Source: an optimization exercise on an open RTL-to-GDS flow (aim: small area, a short achievable clock period and few clock cycles per item). Production flows keep margins and buffers that such runs may drop.
In this exercise RTL edits were held to simulation tests only and were not proved equivalent to the original.
No activity file was given, so power comes from the tool's default toggle rates.

==> flow/design.v <==
package t2s_seq_pkg;
  localparam int LANES  = 32;
  localparam int COEF_W = 16;
  localparam int PERM_NSEL = 62;
  function automatic [2:0] clamp_log2size(input [2:0] l2);
    if (l2 < 3'd2)      clamp_log2size = 3'd2;
    else if (l2 > 3'd5) clamp_log2size = 3'd5;
    else                clamp_log2size = l2;
  endfunction
  function automatic [5:0] job_cfg(input [2:0] l2, input [2:0] st);
    logic [2:0] l;
    l = clamp_log2size(l2);
    job_cfg = 6'd0;
    case (l)
      3'd3: job_cfg[0] = (st != 3'd0);
      3'd4: begin
        job_cfg[1] = (st == 3'd1);
        job_cfg[2] = (st >= 3'd2);
      end
      3'd5: begin
        job_cfg[3] = (st == 3'd1);
        job_cfg[4] = (st == 3'd2);
        job_cfg[5] = (st >= 3'd3);
      end
      default: ;
    endcase
  endfunction
endpackage
module t2s_perm_sel (
  input  logic [5:0]                        i_cfg,
  output logic [t2s_seq_pkg::PERM_NSEL-1:0] o_sel
);
  logic c_id;
  assign c_id = ~|i_cfg;
  assign o_sel[0] = c_id;   
  assign o_sel[1] = i_cfg[0] | i_cfg[5];   
  assign o_sel[2] = i_cfg[2];   
  assign o_sel[3] = i_cfg[1];   
  assign o_sel[4] = i_cfg[4];   
  assign o_sel[5] = i_cfg[3];   
  assign o_sel[6] = i_cfg[0] | i_cfg[1] | i_cfg[3];   
  assign o_sel[7] = c_id;   
  assign o_sel[8] = i_cfg[2];   
  assign o_sel[9] = i_cfg[5];   
  assign o_sel[10] = i_cfg[4];   
  assign o_sel[11] = i_cfg[2];   
  assign o_sel[12] = i_cfg[0];   
  assign o_sel[13] = c_id | i_cfg[4];   
  assign o_sel[14] = i_cfg[1];   
  assign o_sel[15] = i_cfg[3];   
  assign o_sel[16] = i_cfg[5];   
  assign o_sel[17] = i_cfg[4] | i_cfg[5];   
  assign o_sel[18] = i_cfg[1] | i_cfg[2] | i_cfg[3];   
  assign o_sel[19] = c_id | i_cfg[0];   
  assign o_sel[20] = i_cfg[5];   
  assign o_sel[21] = i_cfg[2];   
  assign o_sel[22] = c_id | i_cfg[0] | i_cfg[1];   
  assign o_sel[23] = i_cfg[3] | i_cfg[4];   
  assign o_sel[24] = i_cfg[1] | i_cfg[3];   
  assign o_sel[25] = i_cfg[2];   
  assign o_sel[26] = c_id | i_cfg[0];   
  assign o_sel[27] = i_cfg[5];   
  assign o_sel[28] = i_cfg[4];   
  assign o_sel[29] = i_cfg[4];   
  assign o_sel[30] = i_cfg[2];   
  assign o_sel[31] = i_cfg[1];   
  assign o_sel[32] = c_id | i_cfg[0];   
  assign o_sel[33] = i_cfg[3];   
  assign o_sel[34] = i_cfg[5];   
  assign o_sel[35] = i_cfg[3] | i_cfg[4] | i_cfg[5];   
  assign o_sel[36] = c_id | i_cfg[0] | i_cfg[1] | i_cfg[2];   
  assign o_sel[37] = i_cfg[5];   
  assign o_sel[38] = i_cfg[4];   
  assign o_sel[39] = c_id | i_cfg[0] | i_cfg[1] | i_cfg[2];   
  assign o_sel[40] = i_cfg[3];   
  assign o_sel[41] = i_cfg[3];   
  assign o_sel[42] = i_cfg[5];   
  assign o_sel[43] = c_id | i_cfg[0] | i_cfg[1] | i_cfg[2];   
  assign o_sel[44] = i_cfg[4];   
  assign o_sel[45] = i_cfg[4];   
  assign o_sel[46] = i_cfg[3];   
  assign o_sel[47] = c_id | i_cfg[0] | i_cfg[1] | i_cfg[2] | i_cfg[5];   
  assign o_sel[48] = i_cfg[4] | i_cfg[5];   
  assign o_sel[49] = i_cfg[3];   
  assign o_sel[50] = c_id | i_cfg[0] | i_cfg[1] | i_cfg[2];   
  assign o_sel[51] = i_cfg[5];   
  assign o_sel[52] = i_cfg[3] | i_cfg[4];   
  assign o_sel[53] = c_id | i_cfg[0] | i_cfg[1] | i_cfg[2];   
  assign o_sel[54] = i_cfg[3];   
  assign o_sel[55] = i_cfg[5];   
  assign o_sel[56] = i_cfg[4];   
  assign o_sel[57] = c_id | i_cfg[0] | i_cfg[1] | i_cfg[2];   
  assign o_sel[58] = i_cfg[4];   
  assign o_sel[59] = i_cfg[3];   
  assign o_sel[60] = i_cfg[5];   
  assign o_sel[61] = c_id | i_cfg[0] | i_cfg[1] | i_cfg[2];   
endmodule
module t2s_perm_pass
#(
  parameter int WIDTH = 16
) (
  input  logic [t2s_seq_pkg::LANES-1:0][WIDTH-1:0] i_vec,
  input  logic [t2s_seq_pkg::PERM_NSEL-1:0]        i_sel,
  output logic [t2s_seq_pkg::LANES-1:0][WIDTH-1:0] o_vec
);
  assign o_vec[0] = i_vec[0];
  assign o_vec[1] = i_vec[1];
  t2s_ohmux #(.N(6), .WIDTH(2*WIDTH)) u_m1 (
    .i_sel (i_sel[5:0]),
    .i_d   ({i_vec[31], i_vec[30], i_vec[25], i_vec[24], i_vec[15], i_vec[14], i_vec[13], i_vec[12], i_vec[7], i_vec[6], i_vec[3], i_vec[2]}),
    .o_d   ({o_vec[3], o_vec[2]})
  );
  t2s_ohmux #(.N(5), .WIDTH(2*WIDTH)) u_m2 (
    .i_sel (i_sel[10:6]),
    .i_d   ({i_vec[31], i_vec[30], i_vec[25], i_vec[24], i_vec[15], i_vec[14], i_vec[5], i_vec[4], i_vec[3], i_vec[2]}),
    .o_d   ({o_vec[5], o_vec[4]})
  );
  t2s_ohmux #(.N(6), .WIDTH(2*WIDTH)) u_m3 (
    .i_sel (i_sel[16:11]),
    .i_d   ({i_vec[31], i_vec[30], i_vec[29], i_vec[28], i_vec[13], i_vec[12], i_vec[7], i_vec[6], i_vec[5], i_vec[4], i_vec[3], i_vec[2]}),
    .o_d   ({o_vec[7], o_vec[6]})
  );
  t2s_ohmux #(.N(3), .WIDTH(2*WIDTH)) u_m4 (
    .i_sel (i_sel[19:17]),
    .i_d   ({i_vec[9], i_vec[8], i_vec[5], i_vec[4], i_vec[3], i_vec[2]}),
    .o_d   ({o_vec[9], o_vec[8]})
  );
  t2s_ohmux #(.N(4), .WIDTH(2*WIDTH)) u_m5 (
    .i_sel (i_sel[23:20]),
    .i_d   ({i_vec[27], i_vec[26], i_vec[11], i_vec[10], i_vec[9], i_vec[8], i_vec[5], i_vec[4]}),
    .o_d   ({o_vec[11], o_vec[10]})
  );
  t2s_ohmux #(.N(5), .WIDTH(2*WIDTH)) u_m6 (
    .i_sel (i_sel[28:24]),
    .i_d   ({i_vec[29], i_vec[28], i_vec[27], i_vec[26], i_vec[13], i_vec[12], i_vec[11], i_vec[10], i_vec[7], i_vec[6]}),
    .o_d   ({o_vec[13], o_vec[12]})
  );
  t2s_ohmux #(.N(6), .WIDTH(2*WIDTH)) u_m7 (
    .i_sel (i_sel[34:29]),
    .i_d   ({i_vec[29], i_vec[28], i_vec[25], i_vec[24], i_vec[15], i_vec[14], i_vec[9], i_vec[8], i_vec[7], i_vec[6], i_vec[5], i_vec[4]}),
    .o_d   ({o_vec[15], o_vec[14]})
  );
  t2s_ohmux #(.N(2), .WIDTH(2*WIDTH)) u_m8 (
    .i_sel (i_sel[36:35]),
    .i_d   ({i_vec[17], i_vec[16], i_vec[9], i_vec[8]}),
    .o_d   ({o_vec[17], o_vec[16]})
  );
  t2s_ohmux #(.N(4), .WIDTH(2*WIDTH)) u_m9 (
    .i_sel (i_sel[40:37]),
    .i_d   ({i_vec[23], i_vec[22], i_vec[19], i_vec[18], i_vec[17], i_vec[16], i_vec[15], i_vec[14]}),
    .o_d   ({o_vec[19], o_vec[18]})
  );
  t2s_ohmux #(.N(4), .WIDTH(2*WIDTH)) u_m10 (
    .i_sel (i_sel[44:41]),
    .i_d   ({i_vec[23], i_vec[22], i_vec[21], i_vec[20], i_vec[17], i_vec[16], i_vec[11], i_vec[10]}),
    .o_d   ({o_vec[21], o_vec[20]})
  );
  t2s_ohmux #(.N(3), .WIDTH(2*WIDTH)) u_m11 (
    .i_sel (i_sel[47:45]),
    .i_d   ({i_vec[23], i_vec[22], i_vec[21], i_vec[20], i_vec[15], i_vec[14]}),
    .o_d   ({o_vec[23], o_vec[22]})
  );
  t2s_ohmux #(.N(3), .WIDTH(2*WIDTH)) u_m12 (
    .i_sel (i_sel[50:48]),
    .i_d   ({i_vec[25], i_vec[24], i_vec[13], i_vec[12], i_vec[11], i_vec[10]}),
    .o_d   ({o_vec[25], o_vec[24]})
  );
  t2s_ohmux #(.N(3), .WIDTH(2*WIDTH)) u_m13 (
    .i_sel (i_sel[53:51]),
    .i_d   ({i_vec[27], i_vec[26], i_vec[19], i_vec[18], i_vec[13], i_vec[12]}),
    .o_d   ({o_vec[27], o_vec[26]})
  );
  t2s_ohmux #(.N(4), .WIDTH(2*WIDTH)) u_m14 (
    .i_sel (i_sel[57:54]),
    .i_d   ({i_vec[29], i_vec[28], i_vec[21], i_vec[20], i_vec[19], i_vec[18], i_vec[15], i_vec[14]}),
    .o_d   ({o_vec[29], o_vec[28]})
  );
  t2s_ohmux #(.N(4), .WIDTH(2*WIDTH)) u_m15 (
    .i_sel (i_sel[61:58]),
    .i_d   ({i_vec[31], i_vec[30], i_vec[21], i_vec[20], i_vec[17], i_vec[16], i_vec[13], i_vec[12]}),
    .o_d   ({o_vec[31], o_vec[30]})
  );
endmodule
module t2s_ohmux
#(
  parameter int N     = 2,
  parameter int WIDTH = 16
) (
  input  logic [N-1:0]            i_sel,
  input  logic [N-1:0][WIDTH-1:0] i_d,
  output logic [WIDTH-1:0]        o_d
);
  always_comb begin
    o_d = '0;
    for (int i = 0; i < N; i++) o_d = o_d | ({WIDTH{i_sel[i]}} & i_d[i]);
  end
endmodule
module t2s_sel3
#(
  parameter int WIDTH = 16
) (
  input  logic             i_s0,
  input  logic             i_s1,
  input  logic             i_s2,
  input  logic [WIDTH-1:0] i_d0,
  input  logic [WIDTH-1:0] i_d1,
  input  logic [WIDTH-1:0] i_d2,
  output logic [WIDTH-1:0] o_d
);
  assign o_d = ({WIDTH{i_s0}} & i_d0) | ({WIDTH{i_s1}} & i_d1) | ({WIDTH{i_s2}} & i_d2);
endmodule
module t2s_pass_sequencer
#(
  parameter int WIDTH = 16,
  parameter int NREQ  = 2,
  localparam int LANES = t2s_seq_pkg::LANES,
  localparam int IDW   = (NREQ > 1) ? $clog2(NREQ) : 1
) (
  input  logic                             clk,
  input  logic                             rst,
  input  logic [NREQ-1:0]                  req_valid,
  output logic [NREQ-1:0]                  req_ready,
  input  logic [NREQ-1:0][LANES-1:0][WIDTH-1:0] req_vec,
  input  logic [NREQ-1:0][2:0]             req_log2size,
  input  logic [NREQ-1:0][2:0]             req_stages,
  output logic                             out_valid,
  input  logic                             out_ready,
  output logic [LANES-1:0][WIDTH-1:0]      out_vec,
  output logic [IDW-1:0]                   out_src,
  output logic                             busy
);
  logic [LANES-1:0][WIDTH-1:0] r_work;
  logic [t2s_seq_pkg::PERM_NSEL-1:0] r_sel;
  logic [5:0]                  w_cfg;
  logic [t2s_seq_pkg::PERM_NSEL-1:0] w_sel;
  logic                        r_id;
  logic                        r_rr;
  logic                        r_valid;
  logic                        w_free;
  logic                        w_sel1;
  logic                        w_accept;
  assign w_free = ~r_valid | out_ready;
  assign w_sel1 = r_rr ? req_valid[1] : ~req_valid[0];
  assign w_accept = ~rst & w_free & (req_valid[0] | req_valid[1]);
  assign req_ready[0] = ~rst & w_free & (~r_rr | ~req_valid[1]);
  assign req_ready[1] = ~rst & w_free & ( r_rr | ~req_valid[0]);
  logic                        w_hold, w_ld0, w_ld1;
  logic [LANES-1:0][WIDTH-1:0] w_work;
  assign w_hold = ~w_free;
  assign w_ld0  = w_free & ~w_sel1;
  assign w_ld1  = w_free &  w_sel1;
  for (genvar l = 0; l < LANES; l++) begin : g_ld
    t2s_sel3 #(.WIDTH(WIDTH)) u_sel (
      .i_s0 (w_hold),
      .i_s1 (w_ld0),
      .i_s2 (w_ld1),
      .i_d0 (r_work[l]),
      .i_d1 (req_vec[0][l]),
      .i_d2 (req_vec[1][l]),
      .o_d  (w_work[l])
    );
  end
  assign w_cfg = w_sel1 ? t2s_seq_pkg::job_cfg(req_log2size[1], req_stages[1])
                        : t2s_seq_pkg::job_cfg(req_log2size[0], req_stages[0]);
  t2s_perm_sel u_sel (
    .i_cfg (w_cfg),
    .o_sel (w_sel)
  );
  always_ff @(posedge clk) begin
    r_work <= w_work;
    if (w_free) begin
      r_sel  <= w_sel;
      r_id   <= w_sel1;
    end
  end
  always_ff @(posedge clk) begin
    if (rst) begin
      r_valid <= 1'b0;
      r_rr    <= 1'b0;
    end else begin
      r_valid <= w_accept | (r_valid & ~out_ready);
      if (w_accept) r_rr <= ~w_sel1;
    end
  end
  t2s_perm_pass #(.WIDTH(WIDTH)) u_pass (
    .i_vec (r_work),
    .i_sel (r_sel),
    .o_vec (out_vec)
  );
  assign out_valid = r_valid;
  assign out_src   = r_id;
  assign busy      = r_valid;
endmodule
==> flow/flow/run.sh <==
#!/bin/bash
# The standard layout (the standard.sh, unchanged synthesis and steps),
# with one difference: the port buffers that buffer_ports inserts use the
# plain buffer sky130_fd_sc_hd__buf_1 instead of the cell it picks by default
# (a 10 um2 delay buffer). Every port still gets its own buffer.
set -euo pipefail
export BUFFER_PORTS_ARGS="-buffer_cell sky130_fd_sc_hd__buf_1"
bash standard.sh > standard_flow.log 2>&1
==> flow/standard.sh <==
#!/bin/bash
# synth_recipe.tcl (not shown) runs the flow's synth.tcl, then flattens the netlist and writes it again
# the make line also repeats each setting of config.mk as NAME=value (left out here)
make -C /OpenROAD-flow-scripts/flow DESIGN_CONFIG=/design/flow/config.mk WORK_HOME=/design/flow/orfs CLKGATE_MAP_FILE= SYNTH_SCRIPT=/design/flow/synth_recipe.tcl "${@:-finish}"
==> flow/config.mk <==
export PLATFORM = sky130hd
export DESIGN_NAME = t2s_pass_sequencer
export DESIGN_NICKNAME = t2s_pass_sequencer
export VERILOG_FILES = /design/flow/design.v
export SDC_FILE = /design/flow/constraint.sdc
export NUM_CORES = 4
export LEC_CHECK = 0
export CAP_MARGIN = 20
export CORE_AREA = 2 2 448 448
export DIE_AREA = 0 0 450 450
export PLACE_DENSITY = 0.4
export SETUP_SLACK_MARGIN = 4.1
export SLEW_MARGIN = 20
export SYNTH_HIERARCHICAL = 1
export SYNTH_MINIMUM_KEEP_SIZE = 0
==> flow/constraint.sdc <==
create_clock -name core_clock -period 8.0 [get_ports {clk}]
set_input_delay 1.6000 -clock core_clock [delete_from_list [all_inputs] [get_ports {clk}]]
set_output_delay 1.6000 -clock core_clock [all_outputs]
set_load 0.01 [all_outputs]
==> flow_summary.ini, run 1 <==
[critical_path]
cp_max_fo = 19
path_buf_inv = 3
critical_path.max_stage_delay_ns = 1.00
path_cells = buf_4, a222oi_1, inv_1, clkbuf_2
critical_path_required_ns = 6.40
cp_top_family = compound AO/OA/AOI/OAI gates
worstPathArrival_ns = 2.79
path_class = flip-flop to primary output
worst_setup_path_start_kind = flip-flop
end_kind = primary output
slowest_stage = a222oi_1

[layout]
syn_to_final_growth_pct = 41.2
drive_gt1_share_pct = 10.3
fin_util_pct = 22.4
finalNonFillerCells = 7698
nets = 5938
final_area_sq_um = 44300
fillers = 22400

[run_status]
status = finished clean

[sta]
min_period_over_period_pct = 54.8
max_slew_margin_pct = 20.7
slew_viol_final = 0
rsz0062_at_grt = yes
finClkSkew_ns = 0.0350
timing_hold_violations_final = 0
fmax_mhz = 228
tightest_slew_ns = 1.19
setup_violations = 0
post-route-min-period_ns = 4.39

[floorplanning]
fp.dieH_um = 450
die_w_um = 450
core_region_area_sq_um = 197000
rows = 163
die-area_sq_um = 203000
ios = 1558
initial_utilization_pct = 15.9

[logic_synthesis]
synth-edff-count = 63
seq_area_frac_synth_pct = 38.8
synth_cells = 3374
synthDistinctLibCells = 34
synth_xor_area_share_pct = 0
synth_ff_type = dfxtp_1
synthArstFlopShare_pct = 0
synth_top_family_by_area = compound AO/OA/AOI/OAI gates
yosys.area_share.simple_pct = 4.96
synth_compound_area_share_pct = 39.8
yosys.area_share.adder_pct = 0
ys_ff_latch = 577
muxShareOfSynthArea_pct = 0.0359
yosys_warnings = 12
syn-num-nets = 4415
syn_area_sq_um = 31400
postSynthAreaPerCell_sq_um = 9.30

[detailed_routing]
final_antenna_net_count = 0
wirelength_um = 343000
vias = 43800
routedWlPerCell_um = 44.5
drt_iter0_markers = 10300
drc_errors = 0
vias_per_cell = 5.69
dr.pass1.iters = 15

[worst_hold_path]
min_path_type = flip-flop to flip-flop

[place]
dpl_cell_area_sq_um = 38900
dp_hpwl_um = 261000
port_buffers = 1557
place.gp.congestion = 1.14
dp.cells = 7323

[cts]
cts_max_path_buffers = 3
cts_tree = yes
cts.sinks = 577
cts_root_buffer = clkbuf_16
clk_latency_ns = 0.73
htree_levels = 3
cts_made_buffers = 82
path_clk_slew_ns = 0.06

[global_route]
track_usage_pct = 31.6
grt_start_max_net_pins = 146
grt_first_pass_wirelength_um = 425000
antenna_found_initial = 182
grt_remaining_overflow = 0
grt_pass1_vias = 39700

[power]
power_density_nw_per_um2 = 293
ir_drop_mv = 0.151
power_mw = 13.0
leakage_nw = 18.6

[flow_run]
maxCapViolations = 0
[synth_stat cells (7+ instances only)]
cell type / number / area (sq um)
dfxtp_1: 514 / 10300
nor3_1: 7 / 35.0
nand3_1: 96 / 480
a22o_1: 30 / 263
inv_1: 643 / 2410
a22oi_1: 672 / 5040
buf_2: 164 / 821
a222oi_1: 704 / 7050
nand2_1: 233 / 875
buf_6: 111 / 1250
edfxtp_1: 63 / 1890
nor2_1: 13 / 48.8
buf_4: 90 / 676
[per-module statistics from Yosys, one instance, submodules excluded, excerpt]
| module | flip-flops and latches | cells inside | cell area (sq um) |
|---|---|---|---|
| t2s_pass_sequencer | 577 | 625 | 12400 |
| t2s_perm_sel | 0 | 67 | 492 |
[flip-flops by register name, summed over array words and instances (netlist names)]
name and cells:
r_id 1, r_rr 1, r_sel 62, r_valid 1, r_work 512
[per-stage QoR]
stage / setup TNS (ns) / setup WS (ns) / hold slack (ns)
after floorplan: -2933.04 / -5.83 / 0.457
after global placement: 0 / 3.61 / 0.473
final: 0 / 3.61 / 0.498
after global routing: 0 / 3.64 / 0.505
after CTS: 0 / 3.73 / 0.498
after detailed placement: 0 / 3.60 / 0.480
[worst min-delay path: stages (launching register included)]
cell	delay, ns
dfxtp_1	0.32
a222oi_1	0.09
inv_1	0.05
[cells by family (layout without fill, tap and decap cells)]
group,Yosys count,after routing
buffers and inverters,1008,2597
other,0,95
multiplexers,1,1
AO/OA/AOI/OAI,1424,1424
AND/OR/NAND/NOR,364,364
flip-flops,577,577
[final timing paths]
| kind | startpoint | cells after the start | to | slack, ns |
|---|---|---|---|---|
| max | r_sel[50] | 4 | out_vec[395] | 3.61 |
| min | r_work[24] | 2 | r_work[24] | 0.50 |
| max reg2reg | r_valid | 8 | r_work[406] | 5.10 |
| min reg2reg | r_work[24] | 2 | r_work[24] | 0.50 |
[metal layers]
| metal | global-route usage (%) | routed length [um] |
|---|---|---|
| met1 | 36.5 | 125000 |
| met5 | 0 | 846 |
| met2 | 50.1 | 154000 |
| met4 | 17.4 | 22100 |
| met3 | 12.4 | 40800 |
[power breakdown]
| part | internal [mW] | switching (mW) |
|---|---|---|
| Clock | 2.41 | 1.69 |
| Sequential | 3.36 | 1.07 |
| Combinational | 1.46 | 2.98 |
[what timing repair did]
action | in CTS | in global routing
setup endpoints to repair | 436 | 119
buffers inserted | 91 | 28
pin swaps | 90 | 43
cloned | 7 | 3
gates resized for setup | 248 | 109
hold buffers | 0 | 0
[layout make-up]
class | count | area (sq um) | area share (%)
multi-input combinational | 1789 | 14100 | 31.9
sequential | 577 | 12200 | 27.5
timing repair buffer | 1803 | 9140 | 20.6
tap | 2640 | 3300 | 7.45
clock buffer | 116 | 2420 | 5.47
inverter | 643 | 2420 | 5.46
clock inverter | 34 | 472 | 1.06
antenna | 95 | 238 | 0.536
timing repair inverter | 1 | 5.00 | 0.0113
[cells in the final DEF (no fill, tap or decap), types with 3 or more instances in the layout]
cell type,synthesis,routed
inv_1,643,642
a22o_1,30,30
buf_1,0,1457
buf_16,0,8
clkinv_4,0,5
nor3_1,7,5
clkbuf_16,0,89
inv_6,0,5
clkbuf_2,0,12
buf_8,0,16
nor2_1,13,11
o22ai_2,0,3
diode_2,0,95
nor3_2,1,3
or2_2,3,3
bufinv_16,0,9
clkinv_2,0,10
clkbuf_1,0,14
or3_1,3,3
nand2_2,0,3
a22oi_1,672,670
buf_6,111,94
nand3_1,96,95
buf_12,0,43
buf_4,90,114
a222oi_1,704,704
clkbuf_8,0,18
nand2_1,233,230
a21oi_1,4,4
edfxtp_1,63,63
dfxtp_1,514,512
buf_2,164,54
Testbench counts, summed over its fixed seeds: cycles 1,032, jobs 1,024.
==> inputs of run 2 (changes only) <==
--- a/flow/design.v
+++ b/flow/design.v
@@ -191,9 +191,111 @@
   output logic [WIDTH-1:0]        o_d
 );
+  localparam int NG = (N + 1) / 2;
+  logic [NG-1:0][WIDTH-1:0] w_n;    
+  if (N == 2) begin : g_two
+    assign o_d = ({WIDTH{i_sel[0]}} & i_d[0]) | ({WIDTH{i_sel[1]}} & i_d[1]);
+  end else begin : g_many
+  for (genvar g = 0; g < N / 2; g++) begin : g_pair
+    t2s_aoi22 #(.WIDTH(WIDTH)) u_aoi (
+      .i_s0 (i_sel[2*g]),   .i_d0 (i_d[2*g]),
+      .i_s1 (i_sel[2*g+1]), .i_d1 (i_d[2*g+1]),
+      .o_n  (w_n[g])
+    );
+  end
+  if (N % 2 == 1) begin : g_odd
+    t2s_nand2v #(.WIDTH(WIDTH)) u_nand (
+      .i_s (i_sel[N-1]), .i_d (i_d[N-1]), .o_n (w_n[NG-1])
+    );
+  end
+  t2s_nandk #(.K(NG), .WIDTH(WIDTH)) u_out (
+    .i_n (w_n),
+    .o_d (o_d)
+  );
+  end
+endmodule
+module t2s_aoi22
+#(
+  parameter int WIDTH = 16
+) (
+  input  logic             i_s0,
+  input  logic [WIDTH-1:0] i_d0,
+  input  logic             i_s1,
+  input  logic [WIDTH-1:0] i_d1,
+  output logic [WIDTH-1:0] o_n
+);
+  assign o_n = ~(({WIDTH{i_s0}} & i_d0) | ({WIDTH{i_s1}} & i_d1));
+endmodule
+module t2s_nand2v
+#(
+  parameter int WIDTH = 16
+) (
+  input  logic             i_s,
+  input  logic [WIDTH-1:0] i_d,
+  output logic [WIDTH-1:0] o_n
+);
+  assign o_n = ~({WIDTH{i_s}} & i_d);
+endmodule
+module t2s_nandk
+#(
+  parameter int K     = 2,
+  parameter int WIDTH = 16
+) (
+  input  logic [K-1:0][WIDTH-1:0] i_n,
+  output logic [WIDTH-1:0]        o_d
+);
   always_comb begin
-    o_d = '0;
-    for (int i = 0; i < N; i++) o_d = o_d | ({WIDTH{i_sel[i]}} & i_d[i]);
+    o_d = '1;
+    for (int k = 0; k < K; k++) o_d = o_d & i_n[k];
+    o_d = ~o_d;
   end
 endmodule
+module t2s_ready (
+  input  logic       i_rst,
+  input  logic       i_out_ready,
+  input  logic [1:0] i_valid,
+  input  logic       i_full,
+  input  logic       i_rr,
+  output logic [1:0] o_ready
+);
+  assign o_ready[0] = ~(i_rst | (i_full & ~i_out_ready) | ( i_rr & i_valid[1]));
+  assign o_ready[1] = ~(i_rst | (i_full & ~i_out_ready) | (~i_rr & i_valid[0]));
+endmodule
+module t2s_sel2
+#(
+  parameter int WIDTH = 16
+) (
+  input  logic             i_s0,
+  input  logic             i_s1,
+  input  logic [WIDTH-1:0] i_d0,
+  input  logic [WIDTH-1:0] i_d1,
+  output logic [WIDTH-1:0] o_d
+);
+  assign o_d = ({WIDTH{i_s0}} & i_d0) | ({WIDTH{i_s1}} & i_d1);
+endmodule
+module t2s_ld3
+#(
+  parameter int WIDTH = 16
+) (
+  input  logic             i_free,
+  input  logic             i_sel1,
+  input  logic [WIDTH-1:0] i_d0,
+  input  logic [WIDTH-1:0] i_d1,
+  input  logic [WIDTH-1:0] i_d2,
+  output logic [WIDTH-1:0] o_d
+);
+  logic w_s0, w_s1, w_s2;
+  assign w_s0 = ~i_free;
+  assign w_s1 = i_free & ~i_sel1;
+  assign w_s2 = i_free &  i_sel1;
+  t2s_sel3 #(.WIDTH(WIDTH)) u_sel (
+    .i_s0 (w_s0),
+    .i_s1 (w_s1),
+    .i_s2 (w_s2),
+    .i_d0 (i_d0),
+    .i_d1 (i_d1),
+    .i_d2 (i_d2),
+    .o_d  (o_d)
+  );
+endmodule
 module t2s_sel3
 #(
@@ -243,16 +345,19 @@
   assign w_sel1 = r_rr ? req_valid[1] : ~req_valid[0];
   assign w_accept = ~rst & w_free & (req_valid[0] | req_valid[1]);
-  assign req_ready[0] = ~rst & w_free & (~r_rr | ~req_valid[1]);
-  assign req_ready[1] = ~rst & w_free & ( r_rr | ~req_valid[0]);
-  logic                        w_hold, w_ld0, w_ld1;
+  t2s_ready u_ready (
+    .i_rst       (rst),
+    .i_out_ready (out_ready),
+    .i_valid     (req_valid),
+    .i_full      (r_valid),
+    .i_rr        (r_rr),
+    .o_ready     (req_ready)
+  );
+  logic                        w_hold;
   logic [LANES-1:0][WIDTH-1:0] w_work;
   assign w_hold = ~w_free;
-  assign w_ld0  = w_free & ~w_sel1;
-  assign w_ld1  = w_free &  w_sel1;
   for (genvar l = 0; l < LANES; l++) begin : g_ld
-    t2s_sel3 #(.WIDTH(WIDTH)) u_sel (
-      .i_s0 (w_hold),
-      .i_s1 (w_ld0),
-      .i_s2 (w_ld1),
+    t2s_ld3 #(.WIDTH(WIDTH)) u_sel (
+      .i_free (w_free),
+      .i_sel1 (w_sel1),
       .i_d0 (r_work[l]),
       .i_d1 (req_vec[0][l]),
@@ -267,10 +372,16 @@
     .o_sel (w_sel)
   );
+  logic [t2s_seq_pkg::PERM_NSEL-1:0] w_sel_d;
+  t2s_sel2 #(.WIDTH(t2s_seq_pkg::PERM_NSEL)) u_sel_ld (
+    .i_s0 (w_hold),
+    .i_s1 (w_free),
+    .i_d0 (r_sel),
+    .i_d1 (w_sel),
+    .o_d  (w_sel_d)
+  );
   always_ff @(posedge clk) begin
     r_work <= w_work;
-    if (w_free) begin
-      r_sel  <= w_sel;
-      r_id   <= w_sel1;
-    end
+    r_sel  <= w_sel_d;
+    if (w_free) r_id <= w_sel1;
   end
   always_ff @(posedge clk) begin
==> flow/flow/run.sh (replaced) <==
#!/bin/bash
# The standard layout (the standard.sh, unchanged synthesis and steps),
# with these differences in how the layout is made:
#  - the port buffers that buffer_ports inserts use the plain buffer
#    sky130_fd_sc_hd__buf_1 instead of the cell it picks by default (a 10 um2
#    delay buffer); every port still gets its own buffer;
#  - pins may sit one routing track apart (place_pins -min_distance 1
#    -min_distance_in_tracks), so that the 1,560 ports fit on a smaller die;
#  - the clock pin is placed in the middle of the left edge with no other pin
#    within 4 um, since its wire needs wider spacing than one track.
set -euo pipefail
export BUFFER_PORTS_ARGS="-buffer_cell sky130_fd_sc_hd__buf_1"
export PLACE_PINS_ARGS="-min_distance 1 -min_distance_in_tracks -exclude left:166-174"
export IO_CONSTRAINTS="$PWD/flow/io_constraints.tcl"
bash standard.sh > standard_flow.log 2>&1
==> flow/flow/io_constraints.tcl (new file) <==
# The clock net's top wire is routed with double spacing, so the clock pin
# gets a pin-free stretch of the left edge around it (see run.sh's -exclude).
place_pin -pin_name clk -layer met3 -location {0.4 170} -force_to_die_boundary
--- a/flow/config.mk
+++ b/flow/config.mk
@@ -7,8 +7,8 @@
 export LEC_CHECK = 0
 export CAP_MARGIN = 20
-export CORE_AREA = 2 2 448 448
-export DIE_AREA = 0 0 450 450
-export PLACE_DENSITY = 0.4
-export SETUP_SLACK_MARGIN = 4.1
+export CORE_AREA = 2 2 338 338
+export DIE_AREA = 0 0 340 340
+export PLACE_DENSITY = 0.45
+export SETUP_SLACK_MARGIN = 4.3
 export SLEW_MARGIN = 20
 export SYNTH_HIERARCHICAL = 1
==> run 2 against run 1 <==
Register-to-register slack gained 0.34 ns. Clock power decreased by 16%. Die area fell by 43%. Synthesized cell count grew 11%. Non-clock buffer count shrank 176. Clock skew fell by 0.016 ns. First-iteration DRC count down 25%. Global-route usage up 8.0 points. Critical path depth shrank 1. Critical endpoint is now req_ready[1]. Highest routed layer unchanged.
==> flow_summary.ini, run 2 <==
[layout]
fillers = 12400
finalNonFillerCells = 6719
top_regs = r_work: 512 flops, r_sel: 62 flops
largest_reg_flops = 512
multi_input_area_sq_um = 15900
final_area_sq_um = 40800
final_cell_mix = 1,539 x buf_1, 864 x a22oi_1, 546 x inv_1
regMostFlops = r_work
final_common_cell = buf_1
syn_to_final_growth_pct = 24.3
register_area_sq_um = 11700
drive_gt1_share_pct = 6.27
nets = 6101

[sta]
post-route-min-period_ns = 3.82
timing_hold_violations_final = 0
finClkSkew_ns = 0.0194
hold_ws_ns = 0.484
min_period_over_period_pct = 47.7
tightest_slew_ns = 0.745
tns_ns = 0
setup_violations = 0
slew_viol_final = 0
fmax_mhz = 262
rsz0062_at_grt = yes
max_slew_margin_pct = 50.3

[critical_path]
r2r-end = r_work[106]
critical_path_required_ns = 6.40
path_class = input pin to primary output
end_kind = primary output
startpoint = req_valid[0]
worst_setup_path_start_kind = input pin
r2r_slack_ns = 5.44
rr_worst_depth = 5
cp_max_fo = 5
worstPathArrival_ns = 2.22
r2r_start = r_valid

[place]
dp_hpwl_um = 195000
port_buffers = 1557
dp.cells = 6481
dpl_cell_area_sq_um = 37800
place.gp.congestion = 1.05

[logic_synthesis]
yosys_warnings = 9
synth_most_common_cell = a22oi_1
postSynthAreaPerCell_sq_um = 8.78
yosys-top-cells-area = dfxtp_1 35%, a22oi_1 20%, a222oi_1 16%
seq_area_frac_synth_pct = 35.3
synthDistinctLibCells = 39
synthArstFlopShare_pct = 0
synth-edff-count = 1
synth_ff_type = dfxtp_1
syn_area_sq_um = 32800
yosysTopAreaCellShare_pct = 35.2
synth_cells = 3735
syn-num-nets = 4776
synth_common_cells = 864 x a22oi_1, 576 x dfxtp_1, 548 x inv_1
yosys.area.top_type = dfxtp_1
ys_ff_latch = 577

[detailed_routing]
dr.pass1.iters = 13
wirelength_um = 245000
drc_errors = 0
vias = 42300
routedWlPerCell_um = 36.5
drt_iter0_markers = 7678
final_antenna_net_count = 0
vias_per_cell = 6.29

[cts]
clk_latency_ns = 0.68
cts_tree = yes
htree_levels = 3
cts.sinks = 577
cts_root_buffer = clkbuf_16
cts_max_path_buffers = 3
ctsHoldBuffers = 0
cts_made_buffers = 75
path_clk_slew_ns = 0.06

[worst_hold_path]
worstHoldEndpoint = r_sel[34]
hp-start = r_sel[34]
min_path_type = flip-flop to flip-flop
hold_depth = 1

[power]
leakage_nw = 17.5
power_density_nw_per_um2 = 278
power_mw = 11.3
ir_drop_mv = 0.136

[global_route]
antenna_found_initial = 140
grt_remaining_overflow = 0
grt_start_max_net_pins = 125
track_usage_pct = 39.6
grt_pass1_vias = 39500
grt_first_pass_wirelength_um = 323000

[floorplanning]
ios = 1557
initial_utilization_pct = 29.2
die_w_um = 340
core_region_area_sq_um = 112000
fp.dieH_um = 340
die-area_sq_um = 116000
rows = 123

[run_status]
status = finished clean

[flow_run]
maxCapViolations = 0
run 2: Yosys stat by module, one instance, submodules excluded, excerpt:
module | times used | flip-flops and latches
t2s_pass_sequencer | 1 | 577
t2s_perm_sel | 1 | 0
t2s_ready | 1 | 0
run 2: routing by layer:
layer	track usage, %	wire length, um	part of all wire, %	vias up
met4	30.1	21800	8.9	66
li1	-	-	-	17400
met3	12.2	26200	11	892
met1	41.3	81000	33	20600
met2	66.7	116000	47	3387
met5	0.572	469	0.19	-
run 2: repair_timing:
item	in CTS	in global routing
setup buffers	1	1
gates resized for setup	60	41
endpoints found under the setup margin	315	93
pin swaps	1	2
run 2: critical path: stages:
cell and delay (ns):
buf_1 0.13, a221oi_2 0.29, buf_2 0.20
run 2: worst max path at each step:
stage | end | slack [ns] | cells past startpoint
floorplan | req_ready[0] | 4.37 | 2
global placement | r_work[48] | 3.94 | 7
detailed placement | req_ready[0] | 4.15 | 3
CTS | req_ready[0] | 4.21 | 4
global route | req_ready[1] | 4.15 | 3
finish | req_ready[1] | 4.18 | 3
run 2: cells by family after synthesis:
kind of cell | count (synthesis) | share of synthesized area, %
compound gates | 1486 | 38.3
buf+inv | 927 | 16.2
flops | 577 | 35.3
mux | 1 | 0.0343
simple gates | 744 | 10.2
run 2: power breakdown:
| part | total (mW) | switching, mW | internal, mW |
|---|---|---|---|
| clock | 3.47 | 1.47 | 2.01 |
| combinational | 3.47 | 2.33 | 1.13 |
| sequential | 4.40 | 1.10 | 3.30 |
run 2: area by class of cell:
| class | instances | area share, % |
|---|---|---|
| multi-input cells | 2231 | 39.1 |
| flip-flops and latches | 577 | 28.6 |
| repair buffers | 1627 | 15.9 |
| clock buffers | 111 | 5.40 |
| inverters | 548 | 5.05 |
| well taps | 1500 | 4.60 |
| diodes | 101 | 0.620 |
| clock inverters | 24 | 0.614 |
run 2: stage by stage:
step	setup WS (ns)	utilization, %
3_5_place_dp	4.15	33.7
4_1_cts	4.21	36.0
5_1_grt	4.15	36.3
6_report	4.18	36.3
2_1_floorplan	4.37	-
3_3_place_gp	3.94	33.7
Testbench counts of run 2, summed over its fixed seeds: cycles 1,032, jobs 1,024.

[static timing again, ports no longer ideal]
Ports are ideal in the flow. The routed layouts listed here were re-timed in OpenROAD.
Step 1 assumes that a clkbuf_16 drives the clock port and a buf_2 every other input.
Step 2, shift: input delay + t, output delay - t, t = (earliest + latest rising clock arrival at the registers) / 2. This alone moves slack from input paths to output paths.
Three values: ideal ports, drivers, drivers and shift; two values: the first two.
run	t, ns	setup WS [ns]	latest minus earliest clock arrival (ns)
run 1	0.796	3.615 / 3.527 / 3.732	0.037 / 0.036
run 2	0.714	4.182 / 4.144 / 3.997	0.032 / 0.032
After both steps setup and hold are still met in every run listed. For run 2, which loses most, drivers alone change the setup slack by -0.038 ns; drivers and shift together by -0.185 ns.
